What follows belongs to an exercise in optimizing a design on an open flow for small area, a short achievable clock period and few clock cycles per item; a production flow would make more cautious choices.
In this exercise RTL edits were held to simulation tests only and were not proved equivalent to the original.
No activity file was given, so power comes from the tool's default toggle rates.

`flow/config.mk`:
```
export PLATFORM = sky130hd
export DESIGN_NAME = http_request_stream_parser
export DESIGN_NICKNAME = http_request_stream_parser
export VERILOG_FILES = /design/flow/design.v
export SDC_FILE = /design/flow/constraint.sdc
export NUM_CORES = 4
export LEC_CHECK = 0
export CAP_MARGIN = 20
export CORE_MARGIN = 2
export CORE_UTILIZATION = 40
export SLEW_MARGIN = 20
```
`flow/design.v`:
```
module http_request_stream_parser (
    input  logic          i_clk,
    input  logic          i_rst_n,
    input  logic          in_valid,
    output logic          in_ready,
    input  logic [7:0]    in_byte,
    input  logic          in_restart,
    output logic          out_valid,
    input  logic          out_ready,
    output logic [7:0]    out_byte,
    output logic          out_data_valid,
    output logic [2:0]    field_kind,
    output logic          field_end,
    output logic          drop_line,
    output logic          request_done,
    output logic          parse_error,
    output logic [23:0]   body_length,
    output logic          out_last,
    input  logic          i_cfg_we,
    input  logic [23:0]   i_cfg_data
);
    localparam logic [1:0] PH_REQ  = 2'd0;
    localparam logic [1:0] PH_HDR  = 2'd1;
    localparam logic [1:0] PH_BODY = 2'd2;
    localparam logic [1:0] PH_ERR  = 2'd3;
    localparam logic [2:0] FK_NONE    = 3'd0;
    localparam logic [2:0] FK_PATH    = 3'd2;
    localparam logic [2:0] FK_NAME    = 3'd4;
    localparam logic [2:0] FK_VALUE   = 3'd5;
    localparam logic [2:0] FK_BODY    = 3'd6;
    localparam logic [1:0] HP_EMPTY = 2'd0;
    localparam logic [1:0] HP_NAME  = 2'd1;
    localparam logic [1:0] HP_SKIP  = 2'd2;
    localparam logic [1:0] HP_VALUE = 2'd3;
    localparam logic [2:0] NS_NONE  = 3'd0;
    localparam logic [2:0] NS_SKIP  = 3'd1;
    localparam logic [2:0] NS_PLUS  = 3'd2;
    localparam logic [2:0] NS_DIG   = 3'd3;
    localparam logic [2:0] NS_STOP  = 3'd4;
    localparam logic [2:0] NS_OVF   = 3'd5;
    localparam logic [2:0] NS_DEAD  = 3'd6;
    localparam logic [7:0] CH_CR    = 8'h0D;
    localparam logic [7:0] CH_LF    = 8'h0A;
    localparam logic [7:0] CH_TAB   = 8'h09;
    localparam logic [7:0] CH_SP    = 8'h20;
    localparam logic [7:0] CH_PCT   = 8'h25;
    localparam logic [7:0] CH_PLUS  = 8'h2B;
    localparam logic [7:0] CH_MINUS = 8'h2D;
    localparam logic [7:0] CH_QM    = 8'h3F;
    localparam logic [7:0] CH_COLON = 8'h3A;
    localparam logic [3:0] NAME_LEN   = 4'd14;
    localparam logic [3:0] MATCH_FAIL = 4'd15;
    function automatic logic is_ws(input logic [7:0] c);
        is_ws = (c == CH_SP) || (c == CH_TAB) || (c == 8'h0A) || (c == 8'h0B) ||
                (c == 8'h0C) || (c == CH_CR);
    endfunction
    function automatic logic is_dig(input logic [7:0] c);
        is_dig = (c[7:4] == 4'h3) && (c[3:0] <= 4'd9);
    endfunction
    function automatic logic [7:0] to_lower(input logic [7:0] c);
        to_lower = ((c >= 8'h41) && (c <= 8'h5A)) ? (c | 8'h20) : c;
    endfunction
    function automatic logic [4:0] hex_val(input logic [7:0] c);
        logic [4:0] v;
        v = 5'd0;
        if (is_dig(c)) begin
            v = {1'b1, c[3:0]};
        end else if (((c >= 8'h61) && (c <= 8'h66)) || ((c >= 8'h41) && (c <= 8'h46))) begin
            v = {1'b1, c[3:0] + 4'd9};
        end
        hex_val = v;
    endfunction
    function automatic logic [7:0] hex_pair(input logic [7:0] a, input logic [7:0] b);
        logic [4:0] ha;
        logic [4:0] hb;
        logic [7:0] v;
        ha = hex_val(a);
        hb = hex_val(b);
        v  = 8'd0;
        if (ha[4]) begin
            v = hb[4] ? {ha[3:0], hb[3:0]} : {4'd0, ha[3:0]};
        end else if ((a == CH_PLUS) || (a == CH_MINUS)) begin
            v = hb[4] ? {4'd0, hb[3:0]} : 8'd0;
            if (a == CH_MINUS) begin
                v = 8'd0 - v;
            end
        end
        hex_pair = v;
    endfunction
    function automatic logic [7:0] name_char(input logic [3:0] i);
        logic [7:0] ch;
        case (i)
            4'd0:    ch = 8'h63;
            4'd1:    ch = 8'h6F;
            4'd2:    ch = 8'h6E;
            4'd3:    ch = 8'h74;
            4'd4:    ch = 8'h65;
            4'd5:    ch = 8'h6E;
            4'd6:    ch = 8'h74;
            4'd7:    ch = 8'h2D;
            4'd8:    ch = 8'h6C;
            4'd9:    ch = 8'h65;
            4'd10:   ch = 8'h6E;
            4'd11:   ch = 8'h67;
            4'd12:   ch = 8'h74;
            4'd13:   ch = 8'h68;
            default: ch = 8'h00;
        endcase
        name_char = ch;
    endfunction
    logic        r_iv;
    logic        r_ir;
    logic [7:0]  r_ib;
    logic [1:0]  r_phase;
    logic [1:0]  r_tok;
    logic        r_in_tok;
    logic        r_query;
    logic [9:0]  r_rg;
    logic        r_cr;
    logic [2:0]  r_num;
    logic        r_em;      
    logic [23:0] r_acc;
    logic [23:0] r_rem;
    logic [23:0] r_max;
    logic        r_ov;
    logic [7:0]  r_od;
    logic        r_odv;
    logic [2:0]  r_ok;
    logic        r_ofe;
    logic        r_odr;
    logic        r_odn;
    logic        r_ope;
    logic        r_ola;
    logic [1:0]  pct;
    logic [7:0]  held;
    logic [1:0]  hpart;
    logic [3:0]  pend;
    logic [3:0]  match;
    assign pct   = r_rg[9:8];
    assign held  = r_rg[7:0];
    assign hpart = r_rg[9:8];
    assign pend  = r_rg[7:4];
    assign match = r_rg[3:0];
    logic        free, go, fin, consume, fin_early;
    logic        acc_we;
    logic [7:0]  c, e, lc;
    logic [27:0] prod;
    logic        ovf;
    logic        gt;
    logic        flush_ok;
    logic [7:0]  flush_ch;
    logic [1:0]  tok_after;
    logic [1:0]  n_phase;
    logic [1:0]  n_tok;
    logic        n_in_tok;
    logic        n_query;
    logic [9:0]  n_rg;
    logic        n_cr;
    logic [2:0]  n_num;
    logic        acc_load, acc_mac, rem_load, rem_dec;
    logic        b_emit;
    logic [7:0]  b_data;
    logic        b_dv;
    logic [2:0]  b_kind;
    logic        b_fend, b_drop, b_done;
    logic        b_last;
    logic        b_perr1;
    logic        ev_done;
    logic        emits_next;
    assign free    = !r_ov || out_ready;
    assign go      = r_iv && free;
    assign consume = go && fin;
    assign fin_early = !(r_cr && (c != CH_LF)) &&
                       !((r_phase == PH_REQ) && (r_tok == 2'd1) && (pct == 2'd2) &&
                         (r_cr || is_ws(c))) &&
                       !((r_phase == PH_HDR) && !hpart[1] && (pend != 4'd0));
    assign in_ready = !r_iv || (free && fin_early);
    assign c  = r_ib;
    assign e  = r_cr ? CH_CR : r_ib;
    assign lc = to_lower(e);
    assign prod = {1'b0, r_acc, 3'b000} + {3'b000, r_acc, 1'b0} + {24'd0, c[3:0]};
    assign ovf  = (r_acc > 24'd1677721) || ((r_acc == 24'd1677721) && (c[3:0] > 4'd5));
    always_ff @(posedge i_clk) begin
        gt <= (r_acc > r_max);
    end
    assign flush_ok  = (r_tok == 2'd1) && (pct == 2'd2) && (held != CH_PCT);
    assign flush_ch  = (held == CH_PLUS) ? CH_SP : held;
    assign tok_after = (r_in_tok && (r_tok != 2'd3)) ? (r_tok + 2'd1) : r_tok;
    assign acc_we = go && !r_ir && !r_cr && (r_phase == PH_HDR) && hpart[1] &&
                    (match == NAME_LEN) && is_dig(c) &&
                    ((r_num == NS_SKIP) || (r_num == NS_PLUS) || (r_num == NS_DIG));
    always_comb begin
        if (r_phase == PH_REQ) begin
            emits_next = !is_ws(c) && ((tok_after == 2'd0) || (tok_after == 2'd2) ||
                         ((tok_after == 2'd1) && (c != CH_QM) && (c != CH_PCT)));
        end else if ((hpart == HP_SKIP) || (hpart == HP_VALUE)) begin
            emits_next = (c != CH_CR);
        end else begin
            emits_next = (c != CH_CR) && (c != CH_SP);
        end
    end
    always_comb begin
        n_phase  = r_phase;
        n_tok    = r_tok;
        n_in_tok = r_in_tok;
        n_query  = r_query;
        n_rg     = r_rg;
        n_cr     = r_cr;
        n_num    = r_num;
        acc_load = 1'b0;
        acc_mac  = 1'b0;
        rem_load = 1'b0;
        rem_dec  = 1'b0;
        b_emit   = 1'b0;
        b_data   = 8'd0;
        b_dv     = 1'b0;
        b_kind   = FK_NONE;
        b_fend   = 1'b0;
        b_drop   = 1'b0;
        b_done   = 1'b0;
        b_perr1  = 1'b0;
        ev_done  = 1'b1;
        fin      = 1'b1;
        b_last   = 1'b1;
        if (r_ir) begin
            n_phase  = PH_REQ;
            n_tok    = 2'd0;
            n_in_tok = 1'b0;
            n_query  = 1'b0;
            n_rg     = 10'd0;
            n_cr     = 1'b0;
            n_num    = NS_NONE;
        end else if (r_phase == PH_ERR) begin
        end else if (r_phase == PH_BODY) begin
            rem_dec = 1'b1;
            b_emit  = 1'b1;
            b_data  = c;
            b_dv    = 1'b1;
            b_kind  = FK_BODY;
            if (r_rem == 24'd1) begin
                b_fend   = 1'b1;
                b_done   = 1'b1;
                n_phase  = PH_REQ;
                n_tok    = 2'd0;
                n_in_tok = 1'b0;
                n_query  = 1'b0;
                n_rg     = 10'd0;
                n_cr     = 1'b0;
                n_num    = NS_NONE;
            end
        end else if (r_cr && (c == CH_LF)) begin
            if (r_phase == PH_REQ) begin
                if (r_in_tok && flush_ok) begin
                    b_emit    = 1'b1;
                    b_data    = flush_ch;
                    b_dv      = 1'b1;
                    b_kind    = FK_PATH;
                    b_perr1   = 1'b1;
                    n_rg[9:8] = 2'd0;
                    fin       = 1'b0;
                    b_last    = 1'b0;
                end else begin
                    if (r_in_tok && (r_tok != 2'd3)) begin
                        b_emit = 1'b1;
                        b_kind = {1'b0, r_tok} + 3'd1;
                        b_fend = 1'b1;
                    end
                    n_cr = 1'b0;
                    if (tok_after != 2'd3) begin
                        n_phase = PH_ERR;
                    end else begin
                        n_phase  = PH_HDR;
                        n_tok    = 2'd0;
                        n_in_tok = 1'b0;
                        n_query  = 1'b0;
                        n_rg     = 10'd0;
                    end
                end
            end else begin
                n_cr = 1'b0;
                if (hpart == HP_EMPTY) begin
                    if (((r_num == NS_DIG) || (r_num == NS_STOP)) && (r_acc != 24'd0)) begin
                        if (gt) begin
                            n_phase = PH_ERR;
                        end else begin
                            n_phase  = PH_BODY;
                            rem_load = 1'b1;
                        end
                    end else if (r_num == NS_OVF) begin
                        n_phase = PH_ERR;
                    end else begin
                        b_emit   = 1'b1;
                        b_done   = 1'b1;
                        n_phase  = PH_REQ;
                        n_tok    = 2'd0;
                        n_in_tok = 1'b0;
                        n_query  = 1'b0;
                        n_rg     = 10'd0;
                        n_num    = NS_NONE;
                    end
                end else begin
                    b_emit = 1'b1;
                    if (hpart == HP_NAME) begin
                        b_kind = FK_NAME;
                        b_drop = 1'b1;
                    end else begin
                        b_kind = FK_VALUE;
                        b_fend = 1'b1;
                    end
                    n_rg = 10'd0;
                end
            end
        end else if (!r_cr && (c == CH_CR)) begin
            n_cr = 1'b1;
        end else begin
            if (r_phase == PH_REQ) begin
                if (is_ws(e)) begin
                    if (r_in_tok) begin
                        if (flush_ok) begin
                            b_emit    = 1'b1;
                            b_data    = flush_ch;
                            b_dv      = 1'b1;
                            b_kind    = FK_PATH;
                            n_rg[9:8] = 2'd0;
                            ev_done   = 1'b0;
                        end else begin
                            if (r_tok != 2'd3) begin
                                b_emit = 1'b1;
                                b_kind = {1'b0, r_tok} + 3'd1;
                                b_fend = 1'b1;
                            end
                            n_tok     = tok_after;
                            n_in_tok  = 1'b0;
                            n_query   = 1'b0;
                            n_rg[9:8] = 2'd0;
                        end
                    end
                end else begin
                    n_in_tok = 1'b1;
                    if (r_tok == 2'd1) begin
                        if (!r_query) begin
                            if (e == CH_QM) begin
                                if (flush_ok) begin
                                    b_emit = 1'b1;
                                    b_data = flush_ch;
                                    b_dv   = 1'b1;
                                    b_kind = FK_PATH;
                                end
                                n_rg[9:8] = 2'd0;
                                n_query   = 1'b1;
                            end else if (pct == 2'd1) begin
                                n_rg = {2'd2, e};
                            end else if (pct == 2'd2) begin
                                b_emit    = 1'b1;
                                b_data    = hex_pair(held, e);
                                b_dv      = 1'b1;
                                b_kind    = FK_PATH;
                                n_rg[9:8] = 2'd0;
                            end else if (e == CH_PCT) begin
                                n_rg[9:8] = 2'd1;
                            end else begin
                                b_emit = 1'b1;
                                b_data = (e == CH_PLUS) ? CH_SP : e;
                                b_dv   = 1'b1;
                                b_kind = FK_PATH;
                            end
                        end
                    end else if (r_tok != 2'd3) begin
                        b_emit = 1'b1;
                        b_data = e;
                        b_dv   = 1'b1;
                        b_kind = {1'b0, r_tok} + 3'd1;
                    end
                end
            end else if ((hpart == HP_SKIP) || (hpart == HP_VALUE)) begin
                if (!((hpart == HP_SKIP) && ((e == CH_SP) || (e == CH_TAB)))) begin
                    n_rg[9:8] = HP_VALUE;
                    b_emit    = 1'b1;
                    b_data    = e;
                    b_dv      = 1'b1;
                    b_kind    = FK_VALUE;
                    if (match == NAME_LEN) begin
                        case (r_num)
                            NS_SKIP: begin
                                if (!is_ws(e)) begin
                                    if (e == CH_PLUS) begin
                                        n_num = NS_PLUS;
                                    end else if (is_dig(e)) begin
                                        acc_load = 1'b1;
                                        n_num    = NS_DIG;
                                    end else begin
                                        n_num = NS_DEAD;
                                    end
                                end
                            end
                            NS_PLUS: begin
                                if (is_dig(e)) begin
                                    acc_load = 1'b1;
                                    n_num    = NS_DIG;
                                end else begin
                                    n_num = NS_DEAD;
                                end
                            end
                            NS_DIG: begin
                                if (!is_dig(e)) begin
                                    n_num = NS_STOP;
                                end else if (ovf) begin
                                    n_num = NS_OVF;
                                end else begin
                                    acc_mac = 1'b1;
                                end
                            end
                            default: begin
                            end
                        endcase
                    end
                end
            end else begin
                n_rg[9:8] = HP_NAME;
                if (e == CH_COLON) begin
                    b_emit    = 1'b1;
                    b_kind    = FK_NAME;
                    b_fend    = 1'b1;
                    n_rg[9:8] = HP_SKIP;
                    n_rg[7:4] = 4'd0;
                    if (match == NAME_LEN) begin
                        n_num = NS_SKIP;
                    end
                end else if (e == CH_SP) begin
                    if (pend < 4'd8) begin
                        n_rg[7:4] = pend + 4'd1;
                    end else begin
                        b_emit = 1'b1;
                        b_data = CH_SP;
                        b_dv   = 1'b1;
                        b_kind = FK_NAME;
                    end
                end else if (pend != 4'd0) begin
                    b_emit    = 1'b1;
                    b_data    = CH_SP;
                    b_dv      = 1'b1;
                    b_kind    = FK_NAME;
                    n_rg[7:4] = pend - 4'd1;
                    n_rg[3:0] = MATCH_FAIL;
                    ev_done   = 1'b0;
                end else begin
                    if ((match < NAME_LEN) && (lc == name_char(match))) begin
                        n_rg[3:0] = match + 4'd1;
                    end else begin
                        n_rg[3:0] = MATCH_FAIL;
                    end
                    b_emit = 1'b1;
                    b_data = lc;
                    b_dv   = 1'b1;
                    b_kind = FK_NAME;
                end
            end
            if (r_cr) begin
                fin    = 1'b0;
                b_last = ev_done && !emits_next;
                if (ev_done) begin
                    n_cr = 1'b0;
                end
            end else begin
                fin    = ev_done;
                b_last = ev_done;
            end
        end
        if (fin && !b_emit && !r_em) begin
            b_emit = 1'b1;
        end
    end
    always_ff @(posedge i_clk) begin
        if (!i_rst_n) begin
            r_iv <= 1'b0;
        end else if (in_ready) begin
            r_iv <= in_valid;
        end else if (consume) begin
            r_iv <= 1'b0;
        end
    end
    always_ff @(posedge i_clk) begin
        if (in_ready) begin
            r_ib <= in_byte;
            r_ir <= in_restart;
        end
    end
    always_ff @(posedge i_clk) begin
        if (!i_rst_n) begin
            r_phase  <= PH_REQ;
            r_tok    <= 2'd0;
            r_in_tok <= 1'b0;
            r_query  <= 1'b0;
            r_rg     <= 10'd0;
            r_cr     <= 1'b0;
            r_num    <= NS_NONE;
            r_em     <= 1'b0;
        end else if (go) begin
            r_phase  <= n_phase;
            r_tok    <= n_tok;
            r_in_tok <= n_in_tok;
            r_query  <= n_query;
            r_rg     <= n_rg;
            r_cr     <= n_cr;
            r_num    <= n_num;
            r_em     <= fin ? 1'b0 : (r_em || b_emit);
        end
    end
    always_ff @(posedge i_clk) begin
        if (acc_we) begin
            r_acc <= (r_num == NS_DIG) ? prod[23:0] : {20'd0, c[3:0]};
        end
        if (go) begin
            if (rem_load) begin
                r_rem <= r_acc;
            end else if (rem_dec) begin
                r_rem <= r_rem - 24'd1;
            end
        end
    end
    always_ff @(posedge i_clk) begin
        if (!i_rst_n) begin
            r_max <= 24'd1048576;
        end else if (i_cfg_we) begin
            r_max <= i_cfg_data;
        end
    end
    always_ff @(posedge i_clk) begin
        if (!i_rst_n) begin
            r_ov <= 1'b0;
        end else if (free) begin
            r_ov <= go && b_emit;
        end
    end
    always_ff @(posedge i_clk) begin
        if (free) begin
            r_od  <= b_data;
            r_odv <= b_dv;
            r_ok  <= b_kind;
            r_ofe <= b_fend;
            r_odr <= b_drop;
            r_odn <= b_done;
            r_ope <= fin ? (n_phase == PH_ERR) : b_perr1;
            r_ola <= b_last;
        end
    end
    assign out_valid      = r_ov;
    assign out_byte       = r_od;
    assign out_data_valid = r_odv;
    assign field_kind     = r_ok;
    assign field_end      = r_ofe;
    assign drop_line      = r_odr;
    assign request_done   = r_odn;
    assign parse_error    = r_ope;
    assign body_length    = (r_odn && r_odv) ? r_acc : 24'd0;
    assign out_last       = r_ola;
endmodule
```
`flow/constraint.sdc`:
```
create_clock -name core_clock -period 7.5 [get_ports {i_clk}]
set_input_delay 1.5000 -clock core_clock [delete_from_list [all_inputs] [get_ports {i_clk}]]
set_output_delay 1.5000 -clock core_clock [all_outputs]
set_load 0.01 [all_outputs]
```
`flow/run.sh`:
```
#!/bin/bash
# synth_recipe.tcl (not shown) runs the flow's synth.tcl, then flattens the netlist and writes it again
# the make line also repeats each setting of config.mk as NAME=value (left out here)
make -C /OpenROAD-flow-scripts/flow DESIGN_CONFIG=/design/flow/config.mk WORK_HOME=/design/flow/orfs CLKGATE_MAP_FILE= SYNTH_SCRIPT=/design/flow/synth_recipe.tcl finish
```
==> impl_results.html, run 1 <==
<table>
<tr><th>Metric</th><th>Value</th></tr>
<tr><th colspan="2">Global route</th></tr>
<tr><td>Aggregate global-route resource usage</td><td>0.251</td></tr>
<tr><td>Via count of the first global-routing pass</td><td>9688</td></tr>
<tr><td>Wire length of the first global-routing pass</td><td>55500 um</td></tr>
<tr><td>Number of antenna violations at the first check in global routing</td><td>1</td></tr>
<tr><td>GRT Residual Overflow</td><td>0</td></tr>
<tr><td>Pin count of the biggest net entering global routing</td><td>55</td></tr>
<tr><th colspan="2">Setup path</th></tr>
<tr><td>Start point of the critical path</td><td>r_ib[1]$_DFFE_PP_</td></tr>
<tr><td>R2R Path Start</td><td>r_ib[1]$_DFFE_PP_</td></tr>
<tr><td>Worst Setup End Kind</td><td>flop</td></tr>
<tr><td>Max Fanout on Critical Path</td><td>18</td></tr>
<tr><td>Worst path required time</td><td>7.83 ns</td></tr>
<tr><td>WP data arrival</td><td>5.71 ns</td></tr>
<tr><td>Type of the worst setup path</td><td>flop to flop</td></tr>
<tr><td>Setup crit start kind</td><td>flop</td></tr>
<tr><th colspan="2">Clock network</th></tr>
<tr><td>CTS tree</td><td>yes</td></tr>
<tr><td>H-tree levels</td><td>4</td></tr>
<tr><td>Quantity of gates resized following cts</td><td>0</td></tr>
<tr><td>Total clock buffers created by CTS</td><td>17</td></tr>
<tr><td>Post-CTS Repair Setup Buffers</td><td>0</td></tr>
<tr><td>Post-CTS Hold Buffers</td><td>0</td></tr>
<tr><td>Worst-path clk slew</td><td>0.07 ns</td></tr>
<tr><td>Clock Root Buffer</td><td>sky130_fd_sc_hd__clkbuf_16</td></tr>
<tr><td>Worst skew pair latency</td><td>0.44 ns</td></tr>
<tr><td>Number of buffers between clock root and the deepest sink</td><td>2</td></tr>
<tr><td>Clk sink count</td><td>129</td></tr>
<tr><th colspan="2">Pwr</th></tr>
<tr><td>Reported leakage power</td><td>5.03 nW</td></tr>
<tr><td>Part of the total power dissipated in combinational logic</td><td>0.118</td></tr>
<tr><td>Power density over the cells</td><td>151 mW/mm^2</td></tr>
<tr><td>Net switching power</td><td>0.000534 W</td></tr>
<tr><td>Internal power summed over all cells</td><td>0.00135 W</td></tr>
<tr><td>Switching share of total power</td><td>0.283</td></tr>
<tr><td>Relative contribution of the clock network to total power</td><td>0.458</td></tr>
<tr><td>Power share of the sequential group</td><td>0.423</td></tr>
<tr><td>IR Drop Worst-Case VDD</td><td>132 uV</td></tr>
<tr><th colspan="2">Yosys</th></tr>
<tr><td>Avg Inst Size Synth</td><td>8.37 um^2</td></tr>
<tr><td>Post-Syn Nets</td><td>1436</td></tr>
<tr><td>Async S/R FF share, synth</td><td>0</td></tr>
<tr><td>Top_reg_cell synth</td><td>sky130_fd_sc_hd__edfxtp_1</td></tr>
<tr><td>Top-count cell post-synth</td><td>sky130_fd_sc_hd__nor2_1</td></tr>
<tr><td>Cell type with the largest total area after synthesis</td><td>sky130_fd_sc_hd__edfxtp_1</td></tr>
<tr><td>Count of flip-flops with a built-in enable after synthesis</td><td>74</td></tr>
<tr><td>Leading post-synthesis cells by instance count</td><td>sky130_fd_sc_hd__nor2_1 (135), sky130_fd_sc_hd__ha_1 (99), sky130_fd_sc_hd__nand2_1 (91)</td></tr>
<tr><td>Biggest area contributors in the synthesized netlist</td><td>sky130_fd_sc_hd__edfxtp_1 (20%), sky130_fd_sc_hd__ha_1 (11%), sky130_fd_sc_hd__dfxtp_1 (10%)</td></tr>
<tr><td>Yosys cell types</td><td>84</td></tr>
<tr><td>Post-synthesis instance area</td><td>0.0108 mm^2</td></tr>
<tr><td>Area share of the largest cell type after synthesis</td><td>0.205</td></tr>
<tr><td>Mapped Cells</td><td>1296</td></tr>
<tr><td>Yosys Warn Count</td><td>1</td></tr>
<tr><td>Number of synthesized register bits</td><td>129</td></tr>
<tr><td>Sequential-to-total area share from yosys stat</td><td>0.306</td></tr>
<tr><th colspan="2">Route</th></tr>
<tr><td>Average wire length per cell after detail routing</td><td>21.3 um</td></tr>
<tr><td>Router iterations before antenna repair</td><td>7</td></tr>
<tr><td>Number of vias per cell</td><td>6.18</td></tr>
<tr><td>Routed via count</td><td>10471</td></tr>
<tr><td>Starting DRT DRC Count</td><td>1291</td></tr>
<tr><td>Post-detailed-route count of antenna-violating nets</td><td>0</td></tr>
<tr><td>Remaining DRCs</td><td>0</td></tr>
<tr><td>Total length of routed wires</td><td>36100 um</td></tr>
<tr><th colspan="2">Final layout</th></tr>
<tr><td>Final nets</td><td>1480</td></tr>
<tr><td>Share of cells above drive strength 1</td><td>0.0658</td></tr>
<tr><td>Synthesis-to-layout area growth</td><td>15.3%</td></tr>
<tr><td>Number of antenna diodes</td><td>0</td></tr>
<tr><td>Post-route cell area</td><td>0.0125 mm^2</td></tr>
<tr><th colspan="2">Floorplanning</th></tr>
<tr><td>Number of rows created at floorplan</td><td>60</td></tr>
<tr><td>Effective utilization at floorplan</td><td>0.405</td></tr>
<tr><td>Chip width</td><td>169 um</td></tr>
<tr><td>Y dimension of the die</td><td>169 um</td></tr>
<tr><td>I/O pin cnt</td><td>81</td></tr>
<tr><td>Die ar.</td><td>0.0284 mm^2</td></tr>
<tr><td>Core Box Area</td><td>0.0268 mm^2</td></tr>
<tr><th colspan="2">Timing</th></tr>
<tr><td>Worst slew slack as a fraction of its limit</td><td>0.274</td></tr>
<tr><td>Total setup violations reported at the end of the flow</td><td>0</td></tr>
<tr><td>Slew Limit Fails</td><td>0</td></tr>
<tr><td>PnR worst setup slack</td><td>2.12 ns</td></tr>
<tr><td>Hold Violations, Final</td><td>0</td></tr>
<tr><td>Layout Skew</td><td>0.0150 ns</td></tr>
<tr><td>RSZ-0062 raised after global routing</td><td>false</td></tr>
<tr><td>Fin crit share</td><td>0.717</td></tr>
<tr><td>Accumulated negative setup slack</td><td>0 ns</td></tr>
<tr><td>Pin slew with the least headroom to its limit</td><td>1.06 ns</td></tr>
<tr><td>Final critical-path required period</td><td>5.38 ns</td></tr>
<tr><td>Achievable clock frequency</td><td>186 MHz</td></tr>
<tr><th colspan="2">Place</th></tr>
<tr><td>Instance area after placement</td><td>0.0119 mm^2</td></tr>
<tr><td>Port Buf Inserts</td><td>80</td></tr>
<tr><td>Final Wtd Congestion</td><td>0.979</td></tr>
<tr><td>Placed wire-length estimate</td><td>26400 um</td></tr>
<tr><td>Worst slack after detailed placement</td><td>2.27 ns</td></tr>
<tr><th colspan="2">Job</th></tr>
<tr><td>Maximum capacitance violations</td><td>0</td></tr>
<tr><th colspan="2">Hold path</th></tr>
<tr><td>Worst hold start</td><td>r_max[20]$_SDFFE_PN1P_</td></tr>
<tr><td>Class of the worst hold path</td><td>flop to flop</td></tr>
<tr><th colspan="2">Status</th></tr>
<tr><td>Outcome</td><td>complete, no violations</td></tr>
</table>
[metal layers]
layer,up-vias,share of wire,GRT usage
li1,4915,-,-
met1,4966,0.46,0.365
met2,509,0.44,0.378
met3,81,0.079,0.0372
met4,0,0.027,0.0903
met5,-,0,0
[state kept, by name (all words and copies together) (netlist names), 2 cells and up, named ones only]
| register | flops |
|---|---|
| r_acc | 24 |
| r_max | 24 |
| r_rem | 24 |
| r_rg | 10 |
| r_ib | 8 |
| r_od | 8 |
| r_num | 3 |
| r_ok | 3 |
| r_phase | 2 |
| r_tok | 2 |
[cell type report]
type                       count  area, um^2
fill                        2597       14300
inverter                      68         255
clock inverter                12         106
tap                          341         427
sequential                   129        3320
timing repair buffer          93         898
multi-input combinational   1031        7010
clock buffer                  20         489
[final timing paths]
kind	depth (start not counted)	slack, ns	endpoint
worst max-delay path	16	2.12	flop
worst min register to register	2	0.50	r_max[20]$_SDFFE_PN1P_
worst min-delay path	2	0.50	r_max[20]$_SDFFE_PN1P_
worst max register to register	16	2.12	flop
[worst max-delay path: stages, from the launching register on]
cell                       delay [ns]
sky130_fd_sc_hd__edfxtp_1        0.67
sky130_fd_sc_hd__nand2b_1        0.34
sky130_fd_sc_hd__inv_1           0.21
sky130_fd_sc_hd__ha_1            0.30
sky130_fd_sc_hd__or4_1           0.48
sky130_fd_sc_hd__o31ai_1         0.10
sky130_fd_sc_hd__o311a_1         0.64
sky130_fd_sc_hd__a41oi_1         0.45
sky130_fd_sc_hd__nor4_2          0.54
sky130_fd_sc_hd__o211a_1         0.23
sky130_fd_sc_hd__a21oi_1         0.10
sky130_fd_sc_hd__nor2b_1         0.34
sky130_fd_sc_hd__inv_1           0.13
sky130_fd_sc_hd__ha_1            0.21
sky130_fd_sc_hd__nand3b_1        0.15
sky130_fd_sc_hd__o21a_1          0.12
sky130_fd_sc_hd__a32o_1          0.24
[cells by family (layout without fill, tap and decap cells)]
logic type	after synthesis	count (layout)	share of synthesized area
muxes	33	33	0.0307
adders and majority gates	102	102	0.120
xor gates and xnor gates	44	44	0.0355
DFF	129	129	0.306
and+or+nand+nor	507	507	0.244
AOI/OAI and AO/OA	345	345	0.215
buffers and inverters	136	193	0.0485
[through the flow]
stage / power, W / std cells / utilization / hold slack, ns
after floorplan: 0.000942 / 1296 / - / 0.459
after global placement: 0.00103 / 1662 / 0.444 / 0.474
after detailed placement: 0.00103 / 1662 / 0.444 / 0.486
after global routing: 0.00195 / 1694 / 0.467 / 0.527
after CTS: 0.00189 / 1694 / 0.466 / 0.502
final: 0.00189 / 1694 / 0.467 / 0.498
[layout by cell type (no fill, tap or decap), types with 31 or more instances in the layout]
master	Yosys	routed
sky130_fd_sc_hd__ha_1	99	99
sky130_fd_sc_hd__nor2b_1	40	40
sky130_fd_sc_hd__nor2_1	135	134
sky130_fd_sc_hd__nand3_1	38	38
sky130_fd_sc_hd__nor3_1	38	38
sky130_fd_sc_hd__dfxtp_1	55	55
sky130_fd_sc_hd__o21ai_0	60	60
sky130_fd_sc_hd__a21oi_1	88	87
sky130_fd_sc_hd__inv_1	68	68
sky130_fd_sc_hd__edfxtp_1	74	74
sky130_fd_sc_hd__mux2i_1	31	31
sky130_fd_sc_hd__clkdlybuf4s50_1	0	80
sky130_fd_sc_hd__xnor2_1	35	35
sky130_fd_sc_hd__nand2_1	91	91
sky130_fd_sc_hd__and3_1	36	36
[power groups by stage]
stage	clock network, W	logic [W]	registers [W]
after floorplan	0	0.000144	0.000798
after global placement	0	0.000219	0.000813
after detailed placement	0	0.000219	0.000814
after CTS	0.000874	0.000220	0.000799
after global routing	0.000903	0.000244	0.000802
final	0.000865	0.000223	0.000799
Testbench counts, summed over its fixed seeds: cycles 43,451, bytes 43,435.
==> inputs of run 2 (changes only) <==
--- a/flow/design.v
+++ b/flow/design.v
@@ -70,12 +70,10 @@
         end
         hex_val = v;
     endfunction
-    function automatic logic [7:0] hex_pair(input logic [7:0] a, input logic [7:0] b);
+    function automatic logic [7:0] hex_pair(input logic [7:0] a, input logic [4:0] hb);
         logic [4:0] ha;
-        logic [4:0] hb;
         logic [7:0] v;
         ha = hex_val(a);
-        hb = hex_val(b);
         v  = 8'd0;
         if (ha[4]) begin
             v = hb[4] ? {ha[3:0], hb[3:0]} : {4'd0, ha[3:0]};
@@ -111,6 +109,8 @@
     logic        r_iv;
     logic        r_ir;
     logic [7:0]  r_ib;
+    logic        k_cr, k_lf, k_sp, k_tab, k_ws, k_dig, k_hexl, k_pct, k_plus, k_minus;
+    logic        k_qm, k_colon, k_up;
     logic [1:0]  r_phase;
     logic [1:0]  r_tok;
     logic        r_in_tok;
@@ -122,6 +122,8 @@
     logic [23:0] r_acc;
     logic [23:0] r_rem;
     logic [23:0] r_max;
+    logic        r_sv;
+    logic [16:0] r_sk;
     logic        r_ov;
     logic [7:0]  r_od;
     logic        r_odv;
@@ -168,16 +170,28 @@
     logic        ev_done;
     logic        emits_next;
     assign free    = !r_ov || out_ready;
-    assign go      = r_iv && free;
+    assign go      = r_iv && !r_sv;
     assign consume = go && fin;
-    assign fin_early = !(r_cr && (c != CH_LF)) &&
+    assign fin_early = !(r_cr && !k_lf) &&
                        !((r_phase == PH_REQ) && (r_tok == 2'd1) && (pct == 2'd2) &&
-                         (r_cr || is_ws(c))) &&
+                         (r_cr || k_ws)) &&
                        !((r_phase == PH_HDR) && !hpart[1] && (pend != 4'd0));
-    assign in_ready = !r_iv || (free && fin_early);
+    assign in_ready = !r_iv || (!r_sv && fin_early);
     assign c  = r_ib;
     assign e  = r_cr ? CH_CR : r_ib;
-    assign lc = to_lower(e);
+    assign lc = (!r_cr && k_up) ? (r_ib | 8'h20) : e;
+    logic e_ws, e_sp, e_tab, e_dig, e_pct, e_plus, e_qm, e_colon, e_hex;
+    logic [3:0] e_hv;
+    assign e_ws    = r_cr || k_ws;
+    assign e_sp    = !r_cr && k_sp;
+    assign e_tab   = !r_cr && k_tab;
+    assign e_dig   = !r_cr && k_dig;
+    assign e_pct   = !r_cr && k_pct;
+    assign e_plus  = !r_cr && k_plus;
+    assign e_qm    = !r_cr && k_qm;
+    assign e_colon = !r_cr && k_colon;
+    assign e_hex   = !r_cr && (k_dig || k_hexl);
+    assign e_hv    = k_dig ? r_ib[3:0] : (r_ib[3:0] + 4'd9);
     assign prod = {1'b0, r_acc, 3'b000} + {3'b000, r_acc, 1'b0} + {24'd0, c[3:0]};
     assign ovf  = (r_acc > 24'd1677721) || ((r_acc == 24'd1677721) && (c[3:0] > 4'd5));
     always_ff @(posedge i_clk) begin
@@ -187,16 +201,16 @@
     assign flush_ch  = (held == CH_PLUS) ? CH_SP : held;
     assign tok_after = (r_in_tok && (r_tok != 2'd3)) ? (r_tok + 2'd1) : r_tok;
     assign acc_we = go && !r_ir && !r_cr && (r_phase == PH_HDR) && hpart[1] &&
-                    (match == NAME_LEN) && is_dig(c) &&
+                    (match == NAME_LEN) && k_dig &&
                     ((r_num == NS_SKIP) || (r_num == NS_PLUS) || (r_num == NS_DIG));
     always_comb begin
         if (r_phase == PH_REQ) begin
-            emits_next = !is_ws(c) && ((tok_after == 2'd0) || (tok_after == 2'd2) ||
-                         ((tok_after == 2'd1) && (c != CH_QM) && (c != CH_PCT)));
+            emits_next = !k_ws && ((tok_after == 2'd0) || (tok_after == 2'd2) ||
+                         ((tok_after == 2'd1) && !k_qm && !k_pct));
         end else if ((hpart == HP_SKIP) || (hpart == HP_VALUE)) begin
-            emits_next = (c != CH_CR);
+            emits_next = !k_cr;
         end else begin
-            emits_next = (c != CH_CR) && (c != CH_SP);
+            emits_next = !k_cr && !k_sp;
         end
     end
     always_comb begin
@@ -248,7 +262,7 @@
                 n_cr     = 1'b0;
                 n_num    = NS_NONE;
             end
-        end else if (r_cr && (c == CH_LF)) begin
+        end else if (r_cr && k_lf) begin
             if (r_phase == PH_REQ) begin
                 if (r_in_tok && flush_ok) begin
                     b_emit    = 1'b1;
@@ -310,11 +324,11 @@
                     n_rg = 10'd0;
                 end
             end
-        end else if (!r_cr && (c == CH_CR)) begin
+        end else if (!r_cr && k_cr) begin
             n_cr = 1'b1;
         end else begin
             if (r_phase == PH_REQ) begin
-                if (is_ws(e)) begin
+                if (e_ws) begin
                     if (r_in_tok) begin
                         if (flush_ok) begin
                             b_emit    = 1'b1;
@@ -339,7 +353,7 @@
                     n_in_tok = 1'b1;
                     if (r_tok == 2'd1) begin
                         if (!r_query) begin
-                            if (e == CH_QM) begin
+                            if (e_qm) begin
                                 if (flush_ok) begin
                                     b_emit = 1'b1;
                                     b_data = flush_ch;
@@ -352,15 +366,15 @@
                                 n_rg = {2'd2, e};
                             end else if (pct == 2'd2) begin
                                 b_emit    = 1'b1;
-                                b_data    = hex_pair(held, e);
+                                b_data    = hex_pair(held, {e_hex, e_hv});
                                 b_dv      = 1'b1;
                                 b_kind    = FK_PATH;
                                 n_rg[9:8] = 2'd0;
-                            end else if (e == CH_PCT) begin
+                            end else if (e_pct) begin
                                 n_rg[9:8] = 2'd1;
                             end else begin
                                 b_emit = 1'b1;
-                                b_data = (e == CH_PLUS) ? CH_SP : e;
+                                b_data = e_plus ? CH_SP : e;
                                 b_dv   = 1'b1;
                                 b_kind = FK_PATH;
                             end
@@ -373,7 +387,7 @@
                     end
                 end
             end else if ((hpart == HP_SKIP) || (hpart == HP_VALUE)) begin
-                if (!((hpart == HP_SKIP) && ((e == CH_SP) || (e == CH_TAB)))) begin
+                if (!((hpart == HP_SKIP) && (e_sp || e_tab))) begin
                     n_rg[9:8] = HP_VALUE;
                     b_emit    = 1'b1;
                     b_data    = e;
@@ -382,10 +396,10 @@
                     if (match == NAME_LEN) begin
                         case (r_num)
                             NS_SKIP: begin
-                                if (!is_ws(e)) begin
-                                    if (e == CH_PLUS) begin
+                                if (!e_ws) begin
+                                    if (e_plus) begin
                                         n_num = NS_PLUS;
-                                    end else if (is_dig(e)) begin
+                                    end else if (e_dig) begin
                                         acc_load = 1'b1;
                                         n_num    = NS_DIG;
                                     end else begin
@@ -394,7 +408,7 @@
                                 end
                             end
                             NS_PLUS: begin
-                                if (is_dig(e)) begin
+                                if (e_dig) begin
                                     acc_load = 1'b1;
                                     n_num    = NS_DIG;
                                 end else begin
@@ -402,7 +416,7 @@
                                 end
                             end
                             NS_DIG: begin
-                                if (!is_dig(e)) begin
+                                if (!e_dig) begin
                                     n_num = NS_STOP;
                                 end else if (ovf) begin
                                     n_num = NS_OVF;
@@ -417,7 +431,7 @@
                 end
             end else begin
                 n_rg[9:8] = HP_NAME;
-                if (e == CH_COLON) begin
+                if (e_colon) begin
                     b_emit    = 1'b1;
                     b_kind    = FK_NAME;
                     b_fend    = 1'b1;
@@ -426,7 +440,7 @@
                     if (match == NAME_LEN) begin
                         n_num = NS_SKIP;
                     end
-                end else if (e == CH_SP) begin
+                end else if (e_sp) begin
                     if (pend < 4'd8) begin
                         n_rg[7:4] = pend + 4'd1;
                     end else begin
@@ -481,8 +495,22 @@
     end
     always_ff @(posedge i_clk) begin
         if (in_ready) begin
-            r_ib <= in_byte;
-            r_ir <= in_restart;
+            r_ib    <= in_byte;
+            r_ir    <= in_restart;
+            k_cr    <= (in_byte == CH_CR);
+            k_lf    <= (in_byte == CH_LF);
+            k_sp    <= (in_byte == CH_SP);
+            k_tab   <= (in_byte == CH_TAB);
+            k_ws    <= is_ws(in_byte);
+            k_dig   <= is_dig(in_byte);
+            k_hexl  <= ((in_byte >= 8'h61) && (in_byte <= 8'h66)) ||
+                       ((in_byte >= 8'h41) && (in_byte <= 8'h46));
+            k_pct   <= (in_byte == CH_PCT);
+            k_plus  <= (in_byte == CH_PLUS);
+            k_minus <= (in_byte == CH_MINUS);
+            k_qm    <= (in_byte == CH_QM);
+            k_colon <= (in_byte == CH_COLON);
+            k_up    <= (in_byte >= 8'h41) && (in_byte <= 8'h5A);
         end
     end
     always_ff @(posedge i_clk) begin
@@ -525,23 +553,34 @@
             r_max <= i_cfg_data;
         end
     end
+    logic [16:0] beat;
+    assign beat = {b_data, b_dv, b_kind, b_fend, b_drop, b_done,
+                   fin ? (n_phase == PH_ERR) : b_perr1, b_last};
     always_ff @(posedge i_clk) begin
         if (!i_rst_n) begin
             r_ov <= 1'b0;
-        end else if (free) begin
-            r_ov <= go && b_emit;
+            r_sv <= 1'b0;
+        end else begin
+            if (free) begin
+                r_ov <= r_sv || (go && b_emit);
+            end
+            if (r_sv) begin
+                if (free) begin
+                    r_sv <= 1'b0;
+                end
+            end else if (go && b_emit && !free) begin
+                r_sv <= 1'b1;
+            end
+        end
+    end
+    always_ff @(posedge i_clk) begin
+        if (!r_sv) begin
+            r_sk <= beat;
         end
     end
     always_ff @(posedge i_clk) begin
         if (free) begin
-            r_od  <= b_data;
-            r_odv <= b_dv;
-            r_ok  <= b_kind;
-            r_ofe <= b_fend;
-            r_odr <= b_drop;
-            r_odn <= b_done;
-            r_ope <= fin ? (n_phase == PH_ERR) : b_perr1;
-            r_ola <= b_last;
+            {r_od, r_odv, r_ok, r_ofe, r_odr, r_odn, r_ope, r_ola} <= r_sv ? r_sk : beat;
         end
     end
     assign out_valid      = r_ov;
==> flow/flow/run.sh (new file) <==
#!/bin/bash
# The standard layout, with the combinational logic of the standard synthesis
# re-mapped by ABC (flow/resyn.tcl, flow/resyn.abc) before floorplanning. Every
# flip-flop of the standard synthesis is kept as it is: same instance, name and cell.
set -euo pipefail
R=orfs/results/sky130hd/http_request_stream_parser/base
bash standard.sh synth > std_synth.log 2>&1
cp "$R/1_2_yosys.v" "$R/1_2_yosys_standard.v"
YOSYS=$(command -v yosys || echo /OpenROAD-flow-scripts/tools/install/yosys/bin/yosys)
[ -x "$YOSYS" ] || YOSYS="$FLOW_HOME/../tools/install/yosys/bin/yosys"
export RS_LIB="$FLOW_HOME/platforms/sky130hd/lib/sky130_fd_sc_hd__tt_025C_1v80.lib"
export RS_IN="$R/1_2_yosys_standard.v"
export RS_OUT="$PWD/resyn_out.v"
export RS_ABC="$PWD/flow/resyn.abc"
export RS_DONTUSE="$(sed -n '/DONT_USE_CELLS +=/,/^#/p' "$FLOW_HOME/platforms/sky130hd/config.mk" | grep -oE 'sky130_fd_sc_hd__[A-Za-z0-9_]+' | tr '\n' ' ')"
"$YOSYS" -c flow/resyn.tcl > resyn.log 2>&1
cp "$RS_OUT" "$R/1_2_yosys.v"
rm -f "$R/1_synth.odb" "$R/1_synth.sdc"
bash standard.sh > std_finish.log 2>&1
==> flow/flow/resyn.abc (new file) <==
strash
balance; resub -K 6 -l; rewrite -l; resub -K 6 -N 2 -l; refactor -l; resub -K 8 -l; balance -l; resub -K 8 -N 2 -l; rewrite -l; resub -K 10 -l; rewrite -z -l; resub -K 10 -N 2 -l; balance -l; resub -K 12 -l; refactor -z -l; resub -K 12 -N 2 -l; rewrite -z -l; balance -l
dch -f
map
topo
buffer -p
upsize
dnsize
==> flow/flow/resyn.tcl (new file) <==
# Re-map the combinational logic of a mapped netlist with ABC, keeping every flip-flop
# instance (name, cell type and connections) exactly as it is.
# env: RS_LIB RS_IN RS_OUT RS_ABC RS_DONTUSE
yosys -import
set lib $::env(RS_LIB)
read_liberty -ignore_miss_func $lib
read_verilog $::env(RS_IN)
hierarchy -top http_request_stream_parser
# Sequential cells stay as instances; everything else is inlined and re-mapped.
setattr -mod -set keep_hierarchy 1 sky130_fd_sc_hd__*df* sky130_fd_sc_hd__conb_*
flatten
opt_clean -purge
opt -purge
set dont {}
foreach c [split $::env(RS_DONTUSE) " "] { if {$c ne ""} { lappend dont -dont_use $c } }
abc -liberty $lib {*}$dont -script $::env(RS_ABC)
opt_clean -purge
setundef -zero
hilomap -singleton -hicell sky130_fd_sc_hd__conb_1 HI -locell sky130_fd_sc_hd__conb_1 LO
insbuf -buf sky130_fd_sc_hd__buf_4 A X
opt_clean -purge
yosys rename -hide w:*.*
delete sky130_fd_sc_hd__*
tee -o $::env(RS_OUT).stat stat -liberty $lib
write_verilog -noattr -nohex -nodec $::env(RS_OUT)
==> flow/standard.sh (new file) <==
#!/bin/bash
# synth_recipe.tcl (not shown) runs the flow's synth.tcl, then flattens the netlist and writes it again
# the make line also repeats each setting of config.mk as NAME=value (left out here)
make -C /OpenROAD-flow-scripts/flow DESIGN_CONFIG=/design/flow/config.mk WORK_HOME=/design/flow/orfs CLKGATE_MAP_FILE= SYNTH_SCRIPT=/design/flow/synth_recipe.tcl "${@:-finish}"
--- a/flow/config.mk
+++ b/flow/config.mk
@@ -8,4 +8,5 @@
 export CAP_MARGIN = 20
 export CORE_MARGIN = 2
 export CORE_UTILIZATION = 40
+export SETUP_SLACK_MARGIN = 4.0
 export SLEW_MARGIN = 20
removed: flow/run.sh
==> impl_results.html, run 2 <==
<table>
<tr><th>Metric</th><th>Value</th></tr>
<tr><th colspan="2">Timing</th></tr>
<tr><td>WHS</td><td>0.459 ns (was 0.498 ns)</td></tr>
<tr><td>Fin crit share</td><td>0.462 (was 0.717)</td></tr>
<tr><td>Slew Limit Fails</td><td>0 (unchanged)</td></tr>
<tr><td>Accumulated negative setup slack</td><td>0 ns (unchanged)</td></tr>
<tr><td>Hold Violations, Final</td><td>0 (unchanged)</td></tr>
<tr><td>Worst slew slack as a fraction of its limit</td><td>0.441 (was 0.274)</td></tr>
<tr><td>Layout Skew</td><td>0.0123 ns (was 0.0150 ns)</td></tr>
<tr><td>RSZ-0062 raised after global routing</td><td>false (unchanged)</td></tr>
<tr><td>Achievable clock frequency</td><td>289 MHz (was 186 MHz)</td></tr>
<tr><td>Total setup violations reported at the end of the flow</td><td>0 (unchanged)</td></tr>
<tr><td>Pin slew with the least headroom to its limit</td><td>0.836 ns (was 1.06 ns)</td></tr>
<tr><td>Final critical-path required period</td><td>3.46 ns (was 5.38 ns)</td></tr>
<tr><th colspan="2">Route</th></tr>
<tr><td>Remaining DRCs</td><td>0 (unchanged)</td></tr>
<tr><td>Post-detailed-route count of antenna-violating nets</td><td>0 (unchanged)</td></tr>
<tr><td>Router iterations before antenna repair</td><td>8 (was 7)</td></tr>
<tr><td>Total length of routed wires</td><td>37100 um (was 36100 um)</td></tr>
<tr><td>Average wire length per cell after detail routing</td><td>19.8 um (was 21.3 um)</td></tr>
<tr><td>Number of vias per cell</td><td>5.78 (was 6.18)</td></tr>
<tr><td>Routed via count</td><td>10812 (was 10471)</td></tr>
<tr><td>Starting DRT DRC Count</td><td>1126 (was 1291)</td></tr>
<tr><th colspan="2">Clock network</th></tr>
<tr><td>CTS tree</td><td>yes (unchanged)</td></tr>
<tr><td>Total clock buffers created by CTS</td><td>17 (unchanged)</td></tr>
<tr><td>Clk sink count</td><td>159 (was 129)</td></tr>
<tr><td>Clock Root Buffer</td><td>sky130_fd_sc_hd__clkbuf_16 (unchanged)</td></tr>
<tr><td>H-tree levels</td><td>4 (unchanged)</td></tr>
<tr><td>Number of buffers between clock root and the deepest sink</td><td>2 (unchanged)</td></tr>
<tr><td>Worst skew pair latency</td><td>0.43 ns (was 0.44 ns)</td></tr>
<tr><td>Worst-path clk slew</td><td>0.07 ns (about the same)</td></tr>
<tr><td>Post-CTS Hold Buffers</td><td>0 (unchanged)</td></tr>
<tr><th colspan="2">Final layout</th></tr>
<tr><td>Share of cells above drive strength 1</td><td>0.0811 (was 0.0658)</td></tr>
<tr><td>Non-filler instance count after layout</td><td>1872 (was 1694)</td></tr>
<tr><td>Synthesis-to-layout area growth</td><td>21.2% (was 15.3%)</td></tr>
<tr><td>Commonest non-fill, non-tap cells in the layout</td><td>sky130_fd_sc_hd__nor2_1 (282), sky130_fd_sc_hd__nand2_1 (190), sky130_fd_sc_hd__inv_1 (188), sky130_fd_sc_hd__o21ai_0 (133), sky130_fd_sc_hd__a21oi_1 (123) (was sky130_fd_sc_hd__nor2_1 (134), sky130_fd_sc_hd__ha_1 (99), sky130_fd_sc_hd__nand2_1 (91), sky130_fd_sc_hd__a21oi_1 (87), sky130_fd_sc_hd__clkdlybuf4s50_1 (80))</td></tr>
<tr><td>Post-route cell area</td><td>0.0122 mm^2 (was 0.0125 mm^2)</td></tr>
<tr><td>Largest registers in the final layout</td><td>r_acc x24, r_max x24, r_rem x24 (unchanged)</td></tr>
<tr><td>Final core utilization</td><td>0.490 (was 0.467)</td></tr>
<tr><td>Commonest non-fill, non-tap cell in the layout</td><td>sky130_fd_sc_hd__nor2_1 (unchanged)</td></tr>
<tr><td>Number of fill cells</td><td>2548 (was 2597)</td></tr>
<tr><td>Final nets</td><td>1566 (was 1480)</td></tr>
<tr><th colspan="2">Setup path</th></tr>
<tr><td>Capture point of the worst reg-to-reg path</td><td>r_od[5]$_DFFE_PN_</td></tr>
<tr><td>Setup slack on the worst flop-to-flop path</td><td>4.19 ns (was 2.12 ns)</td></tr>
<tr><td>Max Fanout on Critical Path</td><td>6 (was 18)</td></tr>
<tr><td>Type of the worst setup path</td><td>flop to output pin (was flop to flop)</td></tr>
<tr><td>Setup crit start kind</td><td>flop (unchanged)</td></tr>
<tr><td>Worst path required time</td><td>6.00 ns (was 7.83 ns)</td></tr>
<tr><td>WP data arrival</td><td>1.96 ns (was 5.71 ns)</td></tr>
<tr><td>Worst Setup End Kind</td><td>output pin (was flop)</td></tr>
<tr><td>R2R cell count</td><td>15 (was 16)</td></tr>
<tr><td>R2R Path Start</td><td>r_cr$_SDFFE_PN0P_ (was r_ib[1]$_DFFE_PP_)</td></tr>
<tr><th colspan="2">Yosys</th></tr>
<tr><td>Yosys Warn Count</td><td>1 (unchanged)</td></tr>
<tr><td>Mapped Cells</td><td>1421 (was 1296)</td></tr>
<tr><td>Post-synthesis instance area</td><td>0.0101 mm^2 (was 0.0108 mm^2)</td></tr>
<tr><td>Post-Syn Nets</td><td>1459 (was 1436)</td></tr>
<tr><td>Avg Inst Size Synth</td><td>7.10 um^2 (was 8.37 um^2)</td></tr>
<tr><th colspan="2">Place</th></tr>
<tr><td>Placed wire-length estimate</td><td>28000 um (was 26400 um)</td></tr>
<tr><td>Final Wtd Congestion</td><td>1.02 (was 0.979)</td></tr>
<tr><td>Instance area after placement</td><td>0.0113 mm^2 (was 0.0119 mm^2)</td></tr>
<tr><td>Number of cells in the design after placement</td><td>1821 (was 1662)</td></tr>
<tr><td>Port Buf Inserts</td><td>80 (unchanged)</td></tr>
<tr><th colspan="2">Floorplanning</th></tr>
<tr><td>Die ar.</td><td>0.0265 mm^2 (was 0.0284 mm^2)</td></tr>
<tr><td>Effective utilization at floorplan</td><td>0.404 (was 0.405)</td></tr>
<tr><td>Core Box Area</td><td>0.0250 mm^2 (was 0.0268 mm^2)</td></tr>
<tr><td>Number of rows created at floorplan</td><td>58 (was 60)</td></tr>
<tr><td>I/O pin cnt</td><td>81 (unchanged)</td></tr>
<tr><td>Chip width</td><td>163 um (was 169 um)</td></tr>
<tr><td>Y dimension of the die</td><td>163 um (was 169 um)</td></tr>
<tr><th colspan="2">Hold path</th></tr>
<tr><td>Class of the worst hold path</td><td>flop to flop (unchanged)</td></tr>
<tr><td>Worst Hold Endpoint</td><td>r_sk[9]$_DFF_P_ (was r_max[20]$_SDFFE_PN1P_)</td></tr>
<tr><td>Worst hold start</td><td>r_sk[9]$_DFF_P_ (was r_max[20]$_SDFFE_PN1P_)</td></tr>
<tr><td>Hold depth</td><td>2 (unchanged)</td></tr>
<tr><th colspan="2">Global route</th></tr>
<tr><td>Pin count of the biggest net entering global routing</td><td>49 (was 55)</td></tr>
<tr><td>Aggregate global-route resource usage</td><td>0.280 (was 0.251)</td></tr>
<tr><td>GRT Residual Overflow</td><td>0 (unchanged)</td></tr>
<tr><td>Number of antenna violations at the first check in global routing</td><td>0 (was 1)</td></tr>
<tr><td>Wire length of the first global-routing pass</td><td>56700 um (was 55500 um)</td></tr>
<tr><td>Via count of the first global-routing pass</td><td>10145 (was 9688)</td></tr>
<tr><th colspan="2">Status</th></tr>
<tr><td>Outcome</td><td>complete, no violations (unchanged)</td></tr>
<tr><th colspan="2">Pwr</th></tr>
<tr><td>IR Drop Worst-Case VDD</td><td>117 uV (was 132 uV)</td></tr>
<tr><td>Power density over the cells</td><td>187 mW/mm^2 (was 151 mW/mm^2)</td></tr>
<tr><td>Reported leakage power</td><td>4.99 nW (was 5.03 nW)</td></tr>
<tr><th colspan="2">Job</th></tr>
<tr><td>Maximum capacitance violations</td><td>0 (unchanged)</td></tr>
</table>
run 2: metrics by stage:
stage	setup WS, ns	power, W
after global placement	2.91	0.00137
after global routing	3.97	0.00237
after CTS	4.04	0.00228
after detailed placement	2.87	0.00137
after floorplan	4.07	0.00121
final	4.04	0.00228
run 2: layout make-up:
class	count	area, um^2	share of cell area
diodes	1	2.50	0.000205
clock buffers	24	537	0.0439
clock inverters	8	62.6	0.00512
inverters	202	781	0.0639
multi-input cells	1042	5370	0.439
flip-flops and latches	159	4060	0.332
well taps	330	413	0.0338
repair buffers	105	997	0.0816
repair inverters	1	5.00	0.000410
run 2: worst max path at each step:
stage,startpoint,to,slack (ns),cells past startpoint
after detailed placement,r_phase[1]$_SDFFE_PN0P_,in_ready,2.87,8
after global routing,r_phase[0]$_SDFFE_PN0P_,in_ready,3.97,9
after global placement,r_phase[1]$_SDFFE_PN0P_,in_ready,2.91,8
final,r_phase[0]$_SDFFE_PN0P_,in_ready,4.04,9
after floorplan,r_phase[1]$_SDFFE_PN0P_,in_ready,4.07,8
after CTS,r_rg[5]$_SDFFE_PN0P_,in_ready,4.04,8
run 2: what timing repair did:
action	CTS	global route
cloned	2	0
endpoints found under the setup margin	34	35
resized for setup	32	20
pin swaps	3	3
setup buffers	9	7
run 2: worst max-delay path, cell delays in order (launching register included):
cell                              delay, ns
sky130_fd_sc_hd__dfxtp_4               0.38
sky130_fd_sc_hd__nor2_4                0.13
sky130_fd_sc_hd__buf_6                 0.14
sky130_fd_sc_hd__nor2_2                0.05
sky130_fd_sc_hd__inv_1                 0.09
sky130_fd_sc_hd__nor2_2                0.06
sky130_fd_sc_hd__a221oi_2              0.25
sky130_fd_sc_hd__inv_2                 0.10
sky130_fd_sc_hd__nand2_8               0.09
sky130_fd_sc_hd__clkdlybuf4s15_2       0.22
run 2: routing by layer:
layer	track usage	wire, um	vias to the layer above
met5	0.0133	45	-
met2	0.456	16800	490
met4	0.117	1600	2
li1	-	-	5154
met1	0.361	15900	5062
met3	0.0563	2710	104
run 2: where the power goes:
group	internal [W]	leakage (nW)	switching (W)	total, W
Combinational	0.000140	3.22	0.000237	0.000378
Clock	0.000510	0.298	0.000391	0.000900
Sequential	0.000964	1.48	0.0000422	0.00101
Total	0.00161	4.99	0.000671	0.00228
Testbench counts of run 2, summed over its fixed seeds: cycles 43,451, bytes 43,435.
==> inputs of run 3 (changes only) <==
--- a/flow/flow/run.sh
+++ b/flow/flow/run.sh
@@ -1,7 +1,10 @@
 #!/bin/bash
-# The standard layout, with the combinational logic of the standard synthesis
-# re-mapped by ABC (flow/resyn.tcl, flow/resyn.abc) before floorplanning. Every
-# flip-flop of the standard synthesis is kept as it is: same instance, name and cell.
+# The standard layout, with these changes:
+#  - the combinational logic of the standard synthesis is re-mapped by ABC
+#    (flow/resyn.tcl, flow/resyn.abc) before floorplanning; every flip-flop of the
+#    standard synthesis is kept as it is (same instance, name and cell);
+#  - every port still gets its own buffer, but a plain buf_1 instead of a delay buffer;
+#  - clock tree: clkbuf_8 buffers, no dummy loads.
 set -euo pipefail
 R=orfs/results/sky130hd/http_request_stream_parser/base
 bash standard.sh synth > std_synth.log 2>&1
@@ -16,4 +19,7 @@
 "$YOSYS" -c flow/resyn.tcl > resyn.log 2>&1
 cp "$RS_OUT" "$R/1_2_yosys.v"
 rm -f "$R/1_synth.odb" "$R/1_synth.sdc"
-bash standard.sh > std_finish.log 2>&1
+bash standard.sh \
+  "BUFFER_PORTS_ARGS=-buffer_cell sky130_fd_sc_hd__buf_1" \
+  "CTS_ARGS=-sink_clustering_enable -repair_clock_nets -buf_list sky130_fd_sc_hd__clkbuf_8 -dont_use_dummy_load" \
+  finish > std_finish.log 2>&1
--- a/flow/config.mk
+++ b/flow/config.mk
@@ -7,6 +7,6 @@
 export LEC_CHECK = 0
 export CAP_MARGIN = 20
 export CORE_MARGIN = 2
-export CORE_UTILIZATION = 40
-export SETUP_SLACK_MARGIN = 4.0
+export CORE_UTILIZATION = 50
+export SETUP_SLACK_MARGIN = 4.5
 export SLEW_MARGIN = 20
==> impl_results.html, run 3 <==
<table>
<tr><th>Metric</th><th>Value</th></tr>
<tr><th colspan="2">Setup path</th></tr>
<tr><td>WP data arrival</td><td>1.76 ns (was 1.96 ns)</td></tr>
<tr><td>Setup crit start kind</td><td>flop (unchanged)</td></tr>
<tr><td>Type of the worst setup path</td><td>flop to output pin (unchanged)</td></tr>
<tr><td>Crit path largest cell delay</td><td>0.36 ns (was 0.38 ns)</td></tr>
<tr><td>Highest-delay cell along the critical path</td><td>sky130_fd_sc_hd__dfxtp_4 (unchanged)</td></tr>
<tr><td>Worst Setup End Kind</td><td>output pin (unchanged)</td></tr>
<tr><td>Worst path required time</td><td>6.00 ns (about the same)</td></tr>
<tr><td>Ordered cell list for the critical path</td><td>nor2_4 &gt; buf_6 &gt; nor2_4 &gt; inv_2 &gt; nor2_2 &gt; a221oi_2 &gt; inv_2 &gt; nand2_8 &gt; buf_6 (was nor2_4 &gt; buf_6 &gt; nor2_2 &gt; inv_1 &gt; nor2_2 &gt; a221oi_2 &gt; inv_2 &gt; nand2_8 &gt; clkdlybuf4s15_2)</td></tr>
<tr><td>Max Fanout on Critical Path</td><td>4 (was 6)</td></tr>
<tr><th colspan="2">Place</th></tr>
<tr><td>Final Wtd Congestion</td><td>1.04 (was 1.02)</td></tr>
<tr><td>Port Buf Inserts</td><td>80 (unchanged)</td></tr>
<tr><td>Placed wire-length estimate</td><td>26200 um (was 28000 um)</td></tr>
<tr><th colspan="2">Global route</th></tr>
<tr><td>GR met3 Demand/Resource</td><td>0.0897 (was 0.0563)</td></tr>
<tr><td>Aggregate global-route resource usage</td><td>0.329 (was 0.280)</td></tr>
<tr><td>Wire length of the first global-routing pass</td><td>54900 um (was 56700 um)</td></tr>
<tr><td>GRT Residual Overflow</td><td>0 (unchanged)</td></tr>
<tr><td>Met2 track utilization from global routing</td><td>0.471 (was 0.456)</td></tr>
<tr><td>Met1 Usage GRT</td><td>0.479 (was 0.361)</td></tr>
<tr><td>Busiest layer in global routing</td><td>met1 (was met2)</td></tr>
<tr><td>Number of antenna violations at the first check in global routing</td><td>1 (was 0)</td></tr>
<tr><td>Pin count of the biggest net entering global routing</td><td>49 (unchanged)</td></tr>
<tr><td>Via count of the first global-routing pass</td><td>9997 (was 10145)</td></tr>
<tr><th colspan="2">Status</th></tr>
<tr><td>Outcome</td><td>complete, no violations (unchanged)</td></tr>
<tr><th colspan="2">Clock network</th></tr>
<tr><td>Worst-path clk slew</td><td>0.08 ns (was 0.07 ns)</td></tr>
<tr><td>Total clock buffers created by CTS</td><td>17 (unchanged)</td></tr>
<tr><td>Worst skew pair latency</td><td>0.50 ns (was 0.43 ns)</td></tr>
<tr><td>Clock Root Buffer</td><td>sky130_fd_sc_hd__clkbuf_8 (was sky130_fd_sc_hd__clkbuf_16)</td></tr>
<tr><td>H-tree levels</td><td>4 (unchanged)</td></tr>
<tr><td>Post-CTS Hold Buffers</td><td>0 (unchanged)</td></tr>
<tr><td>Clk sink count</td><td>159 (unchanged)</td></tr>
<tr><td>CTS tree</td><td>yes (unchanged)</td></tr>
<tr><td>Number of buffers between clock root and the deepest sink</td><td>2 (unchanged)</td></tr>
<tr><th colspan="2">Timing</th></tr>
<tr><td>Accumulated negative setup slack</td><td>0 ns (unchanged)</td></tr>
<tr><td>Slew Limit Fails</td><td>0 (unchanged)</td></tr>
<tr><td>Layout Skew</td><td>0.0416 ns (was 0.0123 ns)</td></tr>
<tr><td>Final critical-path required period</td><td>3.26 ns (was 3.46 ns)</td></tr>
<tr><td>Pin slew with the least headroom to its limit</td><td>0.851 ns (was 0.836 ns)</td></tr>
<tr><td>Hold Violations, Final</td><td>0 (unchanged)</td></tr>
<tr><td>Total setup violations reported at the end of the flow</td><td>0 (unchanged)</td></tr>
<tr><td>Achievable clock frequency</td><td>307 MHz (was 289 MHz)</td></tr>
<tr><td>WHS</td><td>0.450 ns (was 0.459 ns)</td></tr>
<tr><td>RSZ-0062 raised after global routing</td><td>true (was false)</td></tr>
<tr><td>Fin crit share</td><td>0.434 (was 0.462)</td></tr>
<tr><td>Worst slew slack as a fraction of its limit</td><td>0.433 (was 0.441)</td></tr>
<tr><th colspan="2">Floorplanning</th></tr>
<tr><td>Chip width</td><td>146 um (was 163 um)</td></tr>
<tr><td>I/O pin cnt</td><td>81 (unchanged)</td></tr>
<tr><td>Effective utilization at floorplan</td><td>0.513 (was 0.404)</td></tr>
<tr><td>Die ar.</td><td>0.0213 mm^2 (was 0.0265 mm^2)</td></tr>
<tr><td>Core Box Area</td><td>0.0197 mm^2 (was 0.0250 mm^2)</td></tr>
<tr><td>Y dimension of the die</td><td>146 um (was 163 um)</td></tr>
<tr><td>Number of rows created at floorplan</td><td>51 (was 58)</td></tr>
<tr><th colspan="2">Final layout</th></tr>
<tr><td>Final nets</td><td>1658 (was 1566)</td></tr>
<tr><td>Commonest non-fill, non-tap cell in the layout</td><td>sky130_fd_sc_hd__nor2_1 (unchanged)</td></tr>
<tr><td>Share of cells above drive strength 1</td><td>0.190 (was 0.0811)</td></tr>
<tr><td>Number of antenna diodes</td><td>0 (was 1)</td></tr>
<tr><td>Commonest non-fill, non-tap cells in the layout</td><td>sky130_fd_sc_hd__nor2_1 (256), sky130_fd_sc_hd__nand2_1 (178), sky130_fd_sc_hd__inv_1 (172), sky130_fd_sc_hd__o21ai_0 (119), sky130_fd_sc_hd__a21oi_1 (115) (was sky130_fd_sc_hd__nor2_1 (282), sky130_fd_sc_hd__nand2_1 (190), sky130_fd_sc_hd__inv_1 (188), sky130_fd_sc_hd__o21ai_0 (133), sky130_fd_sc_hd__a21oi_1 (123))</td></tr>
<tr><td>Synthesis-to-layout area growth</td><td>25.1% (was 21.2%)</td></tr>
<tr><td>Number of fill cells</td><td>1776 (was 2548)</td></tr>
<tr><td>Largest registers in the final layout</td><td>r_acc x24, r_max x24, r_rem x24 (unchanged)</td></tr>
<tr><th colspan="2">Route</th></tr>
<tr><td>Router iterations before antenna repair</td><td>6 (was 8)</td></tr>
<tr><td>Post-detailed-route count of antenna-violating nets</td><td>0 (unchanged)</td></tr>
<tr><td>Average wire length per cell after detail routing</td><td>20.0 um (was 19.8 um)</td></tr>
<tr><td>Number of vias per cell</td><td>6.07 (was 5.78)</td></tr>
<tr><td>Total length of routed wires</td><td>37700 um (was 37100 um)</td></tr>
<tr><td>Routed via count</td><td>11427 (was 10812)</td></tr>
<tr><td>Remaining DRCs</td><td>0 (unchanged)</td></tr>
<tr><td>Starting DRT DRC Count</td><td>1318 (was 1126)</td></tr>
<tr><th colspan="2">Pwr</th></tr>
<tr><td>Reported leakage power</td><td>5.16 nW (was 4.99 nW)</td></tr>
<tr><td>Power density over the cells</td><td>152 mW/mm^2 (was 187 mW/mm^2)</td></tr>
<tr><td>IR Drop Worst-Case VDD</td><td>122 uV (was 117 uV)</td></tr>
<tr><th colspan="2">Yosys</th></tr>
<tr><td>Post-synthesis instance area</td><td>0.0101 mm^2 (unchanged)</td></tr>
<tr><td>Yosys Warn Count</td><td>1 (unchanged)</td></tr>
<tr><td>Mapped Cells</td><td>1421 (unchanged)</td></tr>
<tr><td>Post-Syn Nets</td><td>1459 (unchanged)</td></tr>
<tr><td>Avg Inst Size Synth</td><td>7.10 um^2 (unchanged)</td></tr>
<tr><th colspan="2">Job</th></tr>
<tr><td>Maximum capacitance violations</td><td>0 (unchanged)</td></tr>
<tr><th colspan="2">Hold path</th></tr>
<tr><td>Class of the worst hold path</td><td>flop to flop (unchanged)</td></tr>
</table>
[run 3: final cells by class]
cell class / instances / area, um^2 / share of cell area
clock buffer: 17 / 234 / 0.0185
inverter: 202 / 815 / 0.0645
multi-input combinational: 1045 / 5890 / 0.467
sequential: 159 / 4070 / 0.322
tap: 265 / 332 / 0.0263
timing repair buffer: 193 / 1270 / 0.100
timing repair inverter: 2 / 12.5 / 0.000991
[run 3: metrics by stage]
stage	cell area, um^2	total power (W)	worst slack [ns]	utilization	instances
2_1_floorplan	10100	0.00121	4.52	-	1421
3_3_place_gp	10800	0.00133	3.94	0.547	1756
3_5_place_dp	10800	0.00133	3.93	0.547	1756
4_1_cts	11500	0.00184	4.24	0.584	1811
5_1_grt	12600	0.00198	4.19	0.642	1883
6_report	12600	0.00192	4.24	0.642	1883
[run 3: final timing paths]
kind / from / end / slack (ns) / cells after the start
max: r_phase[0]$_SDFFE_PN0P_ / in_ready / 4.24 / 9
min: r_sk[9]$_DFF_P_ / r_sk[9]$_DFF_P_ / 0.45 / 2
min reg2reg: r_sk[9]$_DFF_P_ / r_sk[9]$_DFF_P_ / 0.45 / 2
max reg2reg: r_acc[0]$_DFFE_PP_ / r_acc[23]$_SDFFCE_PN0P_ / 4.35 / 15
[run 3: routing by layer]
layer	wire length [um]	vias to the layer above
met2	15800	691
met4	1290	0
met1	16000	5287
li1	-	5337
met3	4650	112
met5	0	-
[run 3: critical path: cells and delay by family, from the launching register on]
family | cells | cell delay, ns
buffers and inverters | 4 | 0.40
DFF | 1 | 0.36
and+or+nand+nor | 4 | 0.27
AOI/OAI and AO/OA | 1 | 0.25
[run 3: what timing repair did]
item,CTS,global route
setup endpoints to repair,73,63
cloned,1,5
pin swaps,10,54
resized for setup,64,167
setup buffers,37,67
hold endpoints to repair,0,0
[run 3: power by group]
part           switching [W]  internal, W  total [W]
Sequential         0.0000427     0.000965    0.00101
Combinational       0.000265     0.000145   0.000410
Clock               0.000298     0.000200   0.000498

separate check: timing with driven ports:
No port has a modelled driver above. Below, the same layouts with a new extraction and two added sets of constraints.
Step 1, drivers: a clkbuf_16 drives i_clk and a buf_2 each remaining input, both assumed.
Step 2 moves the port delays by t, midway between the first and last clock arrival at a register: inputs arrive t later, outputs are due t later. That takes back most of the time a late clock gives input paths.
Slacks: ideal ports / drivers / drivers and shift; pairs: ideal ports / drivers.
run | shift t [ns] | slack for setup (ns) | hold slack, ns | worst setup path after step 2
run 1 | 0.478 | 2.120 / 2.120 / 2.120 | 0.498 / 0.498 / 0.498 | register to register
run 2 | 0.476 | 4.036 / 3.988 / 3.760 | 0.459 / 0.459 / 0.459 | input to register
run 3 | 0.519 | 4.242 / 4.199 / 4.074 | 0.450 / 0.450 / 0.450 | input to register
After both steps every run listed still meets setup and hold. The setup slack of run 2, which loses most, moves by -0.048 ns with the drivers and by -0.276 ns with both steps.
